Context: an optimization exercise on an open-source flow, tuned for small area, a short achievable clock period and few clock cycles per item. The choices shown serve that exercise and are no tape-out recipe. Where RTL was checked, it was by simulation tests only, not by an equivalence proof against the original.

v6:
## mandel_engine
module mandel_engine #(
    parameter int BITS      = 16,
    parameter int ITER_BITS = 7
) (
    input  logic                   clk,
    input  logic                   rst_n,
    input  logic                   in_valid,
    output logic                   in_ready,
    input  logic signed [BITS-1:0] in_x,
    input  logic signed [BITS-1:0] in_y,
    input  logic                   julia_mode,
    input  logic signed [BITS-1:0] julia_cx,
    input  logic signed [BITS-1:0] julia_cy,
    input  logic [ITER_BITS-1:0]   max_iter,
    input  logic                   abort,
    output logic                   out_valid,
    input  logic                   out_ready,
    output logic [ITER_BITS-1:0]   out_iter,
    output logic                   out_escaped,
    output logic                   busy
);
export LEC_CHECK = 0
export CAP_MARGIN = 20
export CORE_MARGIN = 2
export CORE_UTILIZATION = 65
export CTS_BUF_LIST = sky130_fd_sc_hd__clkbuf_8
export PLACE_DENSITY = 0.75
export SLEW_MARGIN = 20
export SYNTH_HIERARCHICAL = 1
export SYNTH_MINIMUM_KEEP_SIZE = 0
create_clock -name core_clock -period 14.0 [get_ports {clk}]
standard.sh (not shown) runs the stock make flow with config.mk's settings and CLKGATE_MAP_FILE= SYNTH_SCRIPT=/design/flow/synth_recipe.tcl, a recipe that flattens the netlist after the stock synthesis.
==> flow/flow/run.sh <==
#!/bin/bash
# The standard layout (standard.sh), with the port buffers made from
# sky130_fd_sc_hd__buf_1 cells instead of the default choice of a delay
# buffer, and clock tree synthesis without dummy loads.
set -euo pipefail
export BUFFER_PORTS_ARGS="-buffer_cell sky130_fd_sc_hd__buf_1"
export CTS_ARGS="-sink_clustering_enable -repair_clock_nets -buf_list sky130_fd_sc_hd__clkbuf_8 -dont_use_dummy_load"
bash standard.sh > standard.log 2>&1
Here is what was changed in the inputs of v7 compared with v6.
diff --git a/flow/design.v b/flow/design.v
--- a/flow/design.v
+++ b/flow/design.v
@@ -13,45 +13,41 @@
     input  logic signed [BITS-1:0] julia_cy,
     input  logic [ITER_BITS-1:0]   max_iter,
     input  logic                   abort,
     output logic                   out_valid,
     input  logic                   out_ready,
     output logic [ITER_BITS-1:0]   out_iter,
     output logic                   out_escaped,
     output logic                   busy
 );
     logic run_q, done_q;
     logic [6:0] iter_q, lim_q;
     logic signed [15:0] cx_q, cy_q;
-    logic [15:0] zxn_q, zyn_q;
-    logic [14:0] sxn_q, syn_q;
+    logic [15:0] zxn_q, zyn_q, sxn_q, syn_q;
     logic [16:0] xn, yn;
     logic mesc;
     logic mesc_q, xh_q, yh_q, stop_q;
     mandel_dp u_dp (
         .zxn (zxn_q),
         .zyn (zyn_q),
         .cx  (cx_q),
         .cy  (cy_q),
         .xn  (xn),
         .yn  (yn),
         .mesc(mesc)
     );
-    logic esc, big, fin, cyc, ckpt;
+    logic esc, fin, cyc, ckpt;
     assign esc  = mesc_q || (xh_q == zxn_q[15]) || (yh_q == zyn_q[15]);
-    assign big  = (zxn_q[15] != zxn_q[14]) || (zyn_q[15] != zyn_q[14]);
-    assign fin  = run_q && (esc || stop_q || big || cyc);
-    assign cyc  = (zxn_q[14:0] == sxn_q) && (zyn_q[14:0] == syn_q) &&
-                  (zxn_q[15] == zxn_q[14]) && (zyn_q[15] == zyn_q[14]) &&
-                  (iter_q != '0);
+    assign fin  = run_q && (esc || stop_q || cyc);
+    assign cyc  = (zxn_q == sxn_q) && (zyn_q == syn_q) && (iter_q != '0);
     assign ckpt = ((iter_q & (iter_q - 7'd1)) == '0) || (iter_q[3:0] == '0);
     logic idle, accept;
     assign idle   = !run_q && !done_q;
     assign accept = idle && in_valid;
     always_ff @(posedge clk) begin
         if (!rst_n || abort) begin
             run_q  <= 1'b0;
             done_q <= 1'b0;
         end else if (accept) begin
             run_q  <= 1'b1;
         end else if (fin) begin
             run_q  <= 1'b0;
@@ -75,58 +71,55 @@
             mesc_q <= mesc;
         end
     end
     always_ff @(posedge clk) begin
         if (accept) begin
             cx_q  <= julia_mode ? julia_cx : in_x;
             cy_q  <= julia_mode ? julia_cy : in_y;
             lim_q <= max_iter;
         end
     end
     always_ff @(posedge clk) begin
         if (run_q && ckpt) begin
-            sxn_q <= zxn_q[14:0];
-            syn_q <= zyn_q[14:0];
+            sxn_q <= zxn_q;
+            syn_q <= zyn_q;
         end
     end
-    logic oesc, esc_h, e1_h;
-    logic [1:0] back;
-    assign oesc = esc || (!stop_q && big);
+    logic esc_h;
     always_ff @(posedge clk) begin
         if (accept) begin
             iter_q <= '0;
             stop_q <= 1'b0;
         end else if (run_q) begin
             iter_q <= iter_q + 7'd1;
             stop_q <= iter_q == lim_q;
-            esc_h  <= oesc;
-            e1_h   <= esc;
+            esc_h  <= esc;
         end
     end
-    assign back        = run_q ? {1'b0, esc} : {e1_h, !e1_h};
     assign in_ready    = rst_n && idle;
     assign busy        = !idle;
     assign out_valid   = done_q || fin;
-    assign out_escaped = run_q ? oesc : esc_h;
-    assign out_iter    = out_escaped ? iter_q - {5'd0, back} : lim_q;
+    assign out_escaped = run_q ? esc : esc_h;
+    assign out_iter    = out_escaped ? iter_q + {6'b111111, !done_q} : lim_q;
 endmodule
 module mandel_dp (
     input  logic        [15:0] zxn,
     input  logic        [15:0] zyn,
     input  logic signed [15:0] cx,
     input  logic signed [15:0] cy,
     output logic        [16:0] xn,
     output logic        [16:0] yn,
     output logic               mesc
 );
+    wire big = (zxn[15] ^ zxn[14]) | (zyn[15] ^ zyn[14]);
     wire [14:0] x = ~zxn[14:0];
     wire [14:0] y = ~zyn[14:0];
     wire qxp0 = x[0] & x[1];
     wire qxp1 = x[0] & x[2];
     wire qxp2 = x[0] & x[3];
     wire qxp3 = x[0] & x[4];
     wire qxp4 = x[0] & x[5];
     wire qxp5 = x[0] & x[6];
     wire qxp6 = x[0] & x[7];
     wire qxp7 = x[0] & x[8];
     wire qxp8 = x[0] & x[9];
     wire qxp9 = x[0] & x[10];
@@ -1541,24 +1534,24 @@
     wire s937, c937;
     mandel_fa us937 (.a(c901), .b(s920), .c(c919), .s(s937), .co(c937));
     wire s938, c938;
     mandel_fa us938 (.a(c903), .b(s921), .c(c920), .s(s938), .co(c938));
     wire [16:0] xs0 = {s938, s937, s936, c934, s934, c932, s932, s931, c929, c928, c927, c926, c925, c924, c923, c922, s922};
     wire [16:0] xs1 = {c937, c936, c935, s935, c933, s933, c931, c930, s930, s929, s928, s927, s926, s925, s924, s923, qyls[13]};
     wire [16:0] xn17 = xs0 + xs1 + qxls[13];
     wire [16:0] ys0 = {s789, s788, c786, s786, c784, c783, c782, s782, c780, c779, c778, c777, c776, c775, c774, c773, c772};
     wire [16:0] ys1 = {c788, c787, s787, c785, s785, s784, s783, c781, s781, s780, s779, s778, s777, s776, s775, s774, s773};
     wire [16:0] yn17 = ys0 + ys1 + mxyls[12];
     assign xn   = xn17;
     assign yn   = yn17;
-    assign mesc = mag[16];
+    assign mesc = big | mag[16];
 endmodule
 module mandel_fa (
     input  logic a,
     input  logic b,
     input  logic c,
     output logic s,
     output logic co
 );
     assign s  = a ^ b ^ c;
     assign co = (a & b) | (a & c) | (b & c);
 endmodule
--- outcome ---
- v7: PASS, flow complete, no timing, DRC or antenna violations
- | final critical-path required period | lower: v7 |
- Taking v6 as the reference, in v7 number of storage elements in the synthesis netlist +1, cell area after synthesis lost 120 um^2, met2 track utilization from global routing increased by 0.49 points relative to the old numbers.
- v6 has higher number of DRC markers after the initial detailed-route iteration than v7.
Testbench counts of v7, summed over its fixed seeds: cycles 84,151, points 2,048.
Function not checked in v6: the RTL went through the layout flow alone.


mandel_engine, a different RTL version from the one above (not shown whole).
Size in the first run: ~1700 cells after synthesis, roughly 120 flip-flops, ~88 I/O pins, ~0.018 sq mm of cells after synthesis.
export LEC_CHECK = 0
export CAP_MARGIN = 20
export CORE_MARGIN = 2
export CORE_UTILIZATION = 65
export CTS_BUF_LIST = sky130_fd_sc_hd__clkbuf_8
export PLACE_DENSITY = 0.75
export SLEW_MARGIN = 20
export SYNTH_HIERARCHICAL = 1
export SYNTH_MINIMUM_KEEP_SIZE = 0
create_clock -name core_clock -period 14.0 [get_ports {clk}]
==> flow/flow/run.sh <==
#!/bin/bash
# The standard layout (standard.sh), with the port buffers made from
# sky130_fd_sc_hd__buf_1 cells instead of the default choice of a delay
# buffer, clock tree synthesis without dummy loads, and gain-based buffering
# of high-fanout nets after global placement (flow/gain.tcl) and after
# detailed placement (flow/bufs.tcl).
set -euo pipefail
export BUFFER_PORTS_ARGS="-buffer_cell sky130_fd_sc_hd__buf_1"
export CTS_ARGS="-sink_clustering_enable -repair_clock_nets -buf_list sky130_fd_sc_hd__clkbuf_8 -dont_use_dummy_load"
export POST_GLOBAL_PLACE_TCL="$(pwd)/flow/gain.tcl"
export POST_DETAIL_PLACE_TCL="$(pwd)/flow/bufs.tcl"
bash standard.sh > standard.log 2>&1
==> flow/flow/bufs.tcl <==
# After detailed placement: buffers that drive many loads get a stronger
# drive of their own kind (buf_4 -> buf_8).
set n 0
foreach inst [get_cells *] {
  if {[get_property $inst ref_name] ne "sky130_fd_sc_hd__buf_4"} { continue }
  set o [get_pins -of_objects $inst -filter "direction == output"]
  set loads [llength [get_pins -of_objects [get_nets -of_objects $o] -filter "direction == input"]]
  if {$loads >= 16} {
    replace_cell $inst sky130_fd_sc_hd__buf_8
    incr n
  }
}
puts "bufs.tcl: upsized $n buffers"
==> flow/flow/gain.tcl <==
# After global placement: registers that drive many loads get the
# strongest drive of their own cell type (dfxtp_1 -> dfxtp_4).
set n 0
foreach inst [get_cells *] {
  if {[get_property $inst ref_name] ne "sky130_fd_sc_hd__dfxtp_1"} { continue }
  set q [get_pins -of_objects $inst -filter "direction == output"]
  set loads [llength [get_pins -of_objects [get_nets -of_objects $q] -filter "direction == input"]]
  if {$loads >= 8} {
    replace_cell $inst sky130_fd_sc_hd__dfxtp_4
    incr n
  }
}
puts "gain.tcl: upsized $n registers"
Testbench counts at the start, summed over its fixed seeds: cycles 84,151, points 2,048.
Rerun with:
--- a/flow/design.v
+++ b/flow/design.v
@@ -33,15 +33,16 @@
         .cx  (cx_q),
         .cy  (cy_q),
         .xn  (xn),
         .yn  (yn),
         .mesc(mesc)
     );
-    logic esc, fin, cyc, ckpt;
+    logic esc, big, fin, cyc, ckpt;
     assign esc  = mesc_q || (xh_q == zxn_q[15]) || (yh_q == zyn_q[15]);
-    assign fin  = run_q && (esc || stop_q || cyc);
+    assign big  = (zxn_q[15] != zxn_q[14]) || (zyn_q[15] != zyn_q[14]);
+    assign fin  = run_q && (esc || stop_q || big || cyc);
     assign cyc  = (zxn_q[14:0] == sxn_q) && (zyn_q[14:0] == syn_q) &&
                   (zxn_q[15] == zxn_q[14]) && (zyn_q[15] == zyn_q[14]) &&
                   (iter_q != '0);
     assign ckpt = ((iter_q & (iter_q - 7'd1)) == '0) || (iter_q[3:0] == '0);
     logic idle, accept;
     assign idle   = !run_q && !done_q;
@@ -84,39 +85,42 @@
     always_ff @(posedge clk) begin
         if (run_q && ckpt) begin
             sxn_q <= zxn_q[14:0];
             syn_q <= zyn_q[14:0];
         end
     end
-    logic esc_h;
+    logic oesc, esc_h, e1_h;
+    logic [1:0] back;
+    assign oesc = esc || (!stop_q && big);
     always_ff @(posedge clk) begin
         if (accept) begin
             iter_q <= '0;
             stop_q <= 1'b0;
         end else if (run_q) begin
             iter_q <= iter_q + 7'd1;
             stop_q <= iter_q == lim_q;
-            esc_h  <= esc;
+            esc_h  <= oesc;
+            e1_h   <= esc;
         end
     end
+    assign back        = run_q ? {1'b0, esc} : {e1_h, !e1_h};
     assign in_ready    = rst_n && idle;
     assign busy        = !idle;
     assign out_valid   = done_q || fin;
-    assign out_escaped = run_q ? esc : esc_h;
-    assign out_iter    = out_escaped ? iter_q + {6'b111111, !done_q} : lim_q;
+    assign out_escaped = run_q ? oesc : esc_h;
+    assign out_iter    = out_escaped ? iter_q - {5'd0, back} : lim_q;
 endmodule
 module mandel_dp (
     input  logic        [15:0] zxn,
     input  logic        [15:0] zyn,
     input  logic signed [15:0] cx,
     input  logic signed [15:0] cy,
     output logic        [16:0] xn,
     output logic        [16:0] yn,
     output logic               mesc
 );
-    wire big = (zxn[15] ^ zxn[14]) | (zyn[15] ^ zyn[14]);
     wire [14:0] x = ~zxn[14:0];
     wire [14:0] y = ~zyn[14:0];
     wire qxp0 = x[0] & x[1];
     wire qxp1 = x[0] & x[2];
     wire qxp2 = x[0] & x[3];
     wire qxp3 = x[0] & x[4];
@@ -1543,13 +1547,13 @@
     wire [16:0] xn17 = xs0 + xs1 + qxls[13];
     wire [16:0] ys0 = {s789, s788, c786, s786, c784, c783, c782, s782, c780, c779, c778, c777, c776, c775, c774, c773, c772};
     wire [16:0] ys1 = {c788, c787, s787, c785, s785, s784, s783, c781, s781, s780, s779, s778, s777, s776, s775, s774, s773};
     wire [16:0] yn17 = ys0 + ys1 + mxyls[12];
     assign xn   = xn17;
     assign yn   = yn17;
-    assign mesc = big | mag[16];
+    assign mesc = mag[16];
 endmodule
 module mandel_fa (
     input  logic a,
     input  logic b,
     input  logic c,
     output logic s,
First-iteration DRC count climbs by 17%.
Wire length climbs by 1.4%.
Clock-buffer cell count does not change.
Global-route usage drops by 0.30 points.
Worst setup slack is worse by 0.15 ns.
The RTL of the second run of this note was laid out without a check of its function.


## run 1
mandel_engine with an RTL version that a note above also has.
Size in the first run: about 1,700 cells after synthesis, ~120 flip-flops, roughly 88 I/O pins.
==> module mandel_engine, before the edit <==
module mandel_engine #(
    parameter int BITS      = 16,
    parameter int ITER_BITS = 7
) (
    input  logic                   clk,
    input  logic                   rst_n,
    input  logic                   in_valid,
    output logic                   in_ready,
    input  logic signed [BITS-1:0] in_x,
    input  logic signed [BITS-1:0] in_y,
    input  logic                   julia_mode,
    input  logic signed [BITS-1:0] julia_cx,
    input  logic signed [BITS-1:0] julia_cy,
    input  logic [ITER_BITS-1:0]   max_iter,
    input  logic                   abort,
    output logic                   out_valid,
    input  logic                   out_ready,
    output logic [ITER_BITS-1:0]   out_iter,
    output logic                   out_escaped,
    output logic                   busy
);
    logic run_q, done_q;
    logic [6:0] iter_q, lim_q;
    logic signed [15:0] cx_q, cy_q;
    logic [15:0] zxn_q, zyn_q, sxn_q, syn_q;
    logic [16:0] xn, yn;
    logic mesc;
    logic mesc_q, xh_q, yh_q, stop_q;
    mandel_dp u_dp (
        .zxn (zxn_q),
        .zyn (zyn_q),
        .cx  (cx_q),
        .cy  (cy_q),
        .xn  (xn),
        .yn  (yn),
        .mesc(mesc)
    );
    logic esc, fin, cyc, ckpt;
    assign esc  = mesc_q || (xh_q == zxn_q[15]) || (yh_q == zyn_q[15]);
    assign fin  = run_q && (esc || stop_q || cyc);
    assign cyc  = (zxn_q == sxn_q) && (zyn_q == syn_q) && (iter_q != '0);
    assign ckpt = ((iter_q & (iter_q - 7'd1)) == '0) || (iter_q[3:0] == '0);
    logic idle, accept;
    assign idle   = !run_q && !done_q;
    assign accept = idle && in_valid;
    always_ff @(posedge clk) begin
        if (!rst_n || abort) begin
            run_q  <= 1'b0;
            done_q <= 1'b0;
        end else if (accept) begin
            run_q  <= 1'b1;
        end else if (fin) begin
            run_q  <= 1'b0;
            done_q <= !out_ready;
        end else if (done_q && out_ready) begin
            done_q <= 1'b0;
        end
    end
    always_ff @(posedge clk) begin
        if (idle) begin
            zxn_q  <= ~in_x;
            zyn_q  <= ~in_y;
            xh_q   <= in_x[15];
            yh_q   <= in_y[15];
            mesc_q <= 1'b0;
        end else begin
            zxn_q  <= ~xn[15:0];
            zyn_q  <= ~yn[15:0];
            xh_q   <= xn[16];
            yh_q   <= yn[16];
            mesc_q <= mesc;
        end
    end
    always_ff @(posedge clk) begin
        if (accept) begin
            cx_q  <= julia_mode ? julia_cx : in_x;
            cy_q  <= julia_mode ? julia_cy : in_y;
            lim_q <= max_iter;
        end
    end
    always_ff @(posedge clk) begin
        if (run_q && ckpt) begin
            sxn_q <= zxn_q;
            syn_q <= zyn_q;
        end
    end
    logic esc_h;
    always_ff @(posedge clk) begin
        if (accept) begin
            iter_q <= '0;
            stop_q <= 1'b0;
        end else if (run_q) begin
            iter_q <= iter_q + 7'd1;
            stop_q <= iter_q == lim_q;
            esc_h  <= esc;
        end
    end
    assign in_ready    = rst_n && idle;
    assign busy        = !idle;
    assign out_valid   = done_q || fin;
    assign out_escaped = run_q ? esc : esc_h;
    assign out_iter    = out_escaped ? iter_q + {6'b111111, !done_q} : lim_q;
endmodule
Settings: LEC_CHECK=0, CAP_MARGIN=20, CORE_MARGIN=2, CORE_UTILIZATION=65, CTS_BUF_LIST=sky130_fd_sc_hd__clkbuf_8, PLACE_DENSITY=0.75, SLEW_MARGIN=20, SYNTH_HIERARCHICAL=1, SYNTH_MINIMUM_KEEP_SIZE=0; clock period 14.0 ns.
==> flow/flow/run.sh <==
#!/bin/bash
# The standard layout (standard.sh), with the port buffers made from
# sky130_fd_sc_hd__buf_1 cells instead of the default choice of a delay
# buffer, clock tree synthesis without dummy loads, and gain-based buffering
# of high-fanout nets after global placement (flow/gain.tcl).
set -euo pipefail
export BUFFER_PORTS_ARGS="-buffer_cell sky130_fd_sc_hd__buf_1"
export CTS_ARGS="-sink_clustering_enable -repair_clock_nets -buf_list sky130_fd_sc_hd__clkbuf_8 -dont_use_dummy_load"
export POST_GLOBAL_PLACE_TCL="$(pwd)/flow/gain.tcl"
bash standard.sh > standard.log 2>&1
Scripts as last shown in full above: flow/flow/gain.tcl
Testbench counts of run 1, summed over its fixed seeds: cycles 84,151, points 2,048.
Changes in run 2 relative to run 1:
--- a/flow/design.v
+++ b/flow/design.v
@@ -23,5 +23,6 @@
     logic [6:0] iter_q, lim_q;
     logic signed [15:0] cx_q, cy_q;
-    logic [15:0] zxn_q, zyn_q, sxn_q, syn_q;
+    logic [15:0] zxn_q, zyn_q;
+    logic [14:0] sxn_q, syn_q;
     logic [16:0] xn, yn;
     logic mesc;
@@ -39,5 +40,7 @@
     assign esc  = mesc_q || (xh_q == zxn_q[15]) || (yh_q == zyn_q[15]);
     assign fin  = run_q && (esc || stop_q || cyc);
-    assign cyc  = (zxn_q == sxn_q) && (zyn_q == syn_q) && (iter_q != '0);
+    assign cyc  = (zxn_q[14:0] == sxn_q) && (zyn_q[14:0] == syn_q) &&
+                  (zxn_q[15] == zxn_q[14]) && (zyn_q[15] == zyn_q[14]) &&
+                  (iter_q != '0);
     assign ckpt = ((iter_q & (iter_q - 7'd1)) == '0) || (iter_q[3:0] == '0);
     logic idle, accept;
@@ -81,6 +84,6 @@
     always_ff @(posedge clk) begin
         if (run_q && ckpt) begin
-            sxn_q <= zxn_q;
-            syn_q <= zyn_q;
+            sxn_q <= zxn_q[14:0];
+            syn_q <= zyn_q[14:0];
         end
     end
### Flow results
- On maximum achievable frequency, the higher figure sits with run 1, not run 2.
- Run 2 vs. run 1: arrival time at the worst endpoint went up by 0.07 ns.
- Looking at cell area reported after detailed placement across run 2 and run 1, the one that comes out higher is run 1.
- Run 2 ends up with a share of the clock period used by the worst path that is 0.73 points higher than in run 1.
- xh_q as the worst setup path endpoint was reported by run 1, and zxn_q[14] by run 2.
- Sort run 2 and run 1 by sequential share of the synthesized area, descending, and run 1 comes first.
- Compared with run 1, in run 2 final sequential cell count lost 2; xor/xnor share of the synthesized area neither gained nor lost much.
Testbench counts of run 2, summed over its fixed seeds: cycles 84,151, points 2,048.

==> afterwards: timing with drivers on the ports <==
The results above use ideal ports. As a check the final layouts listed here were re-extracted and re-timed, cells and wires unchanged. Step 1 (the two cells are an assumption about what drives the block):
set clk [get_ports {clk}]
set_driving_cell -lib_cell sky130_fd_sc_hd__clkbuf_16 $clk
set_driving_cell -lib_cell sky130_fd_sc_hd__buf_2 [delete_from_list [all_inputs] $clk]
Step 2 also shifts input and output timing later by t, the mid clock arrival at the registers, as if the neighbouring blocks saw the same clock. Slacks: ideal / step 1 / step 2; pairs: ideal / step 1.
run	t (ns)	slack for setup (ns)	latest minus earliest clock arrival (ns)	slew at the worst register clock pin (ns)
v6	0.491	7.640 / 7.640 / 7.640	0.022 / 0.022	0.08 / 0.08
v7	0.487	7.816 / 7.816 / 7.816	0.028 / 0.028	0.08 / 0.08
the first run of note 2	0.483	7.921 / 7.921 / 7.921	0.031 / 0.031	0.08 / 0.08
the second run of note 2	0.496	7.769 / 7.769 / 7.769	0.018 / 0.018	0.07 / 0.07
run 1	0.486	7.855 / 7.855 / 7.855	0.027 / 0.027	0.08 / 0.08
run 2	0.487	7.753 / 7.753 / 7.753	0.034 / 0.034	0.08 / 0.08
After both steps every run listed still meets setup and hold.
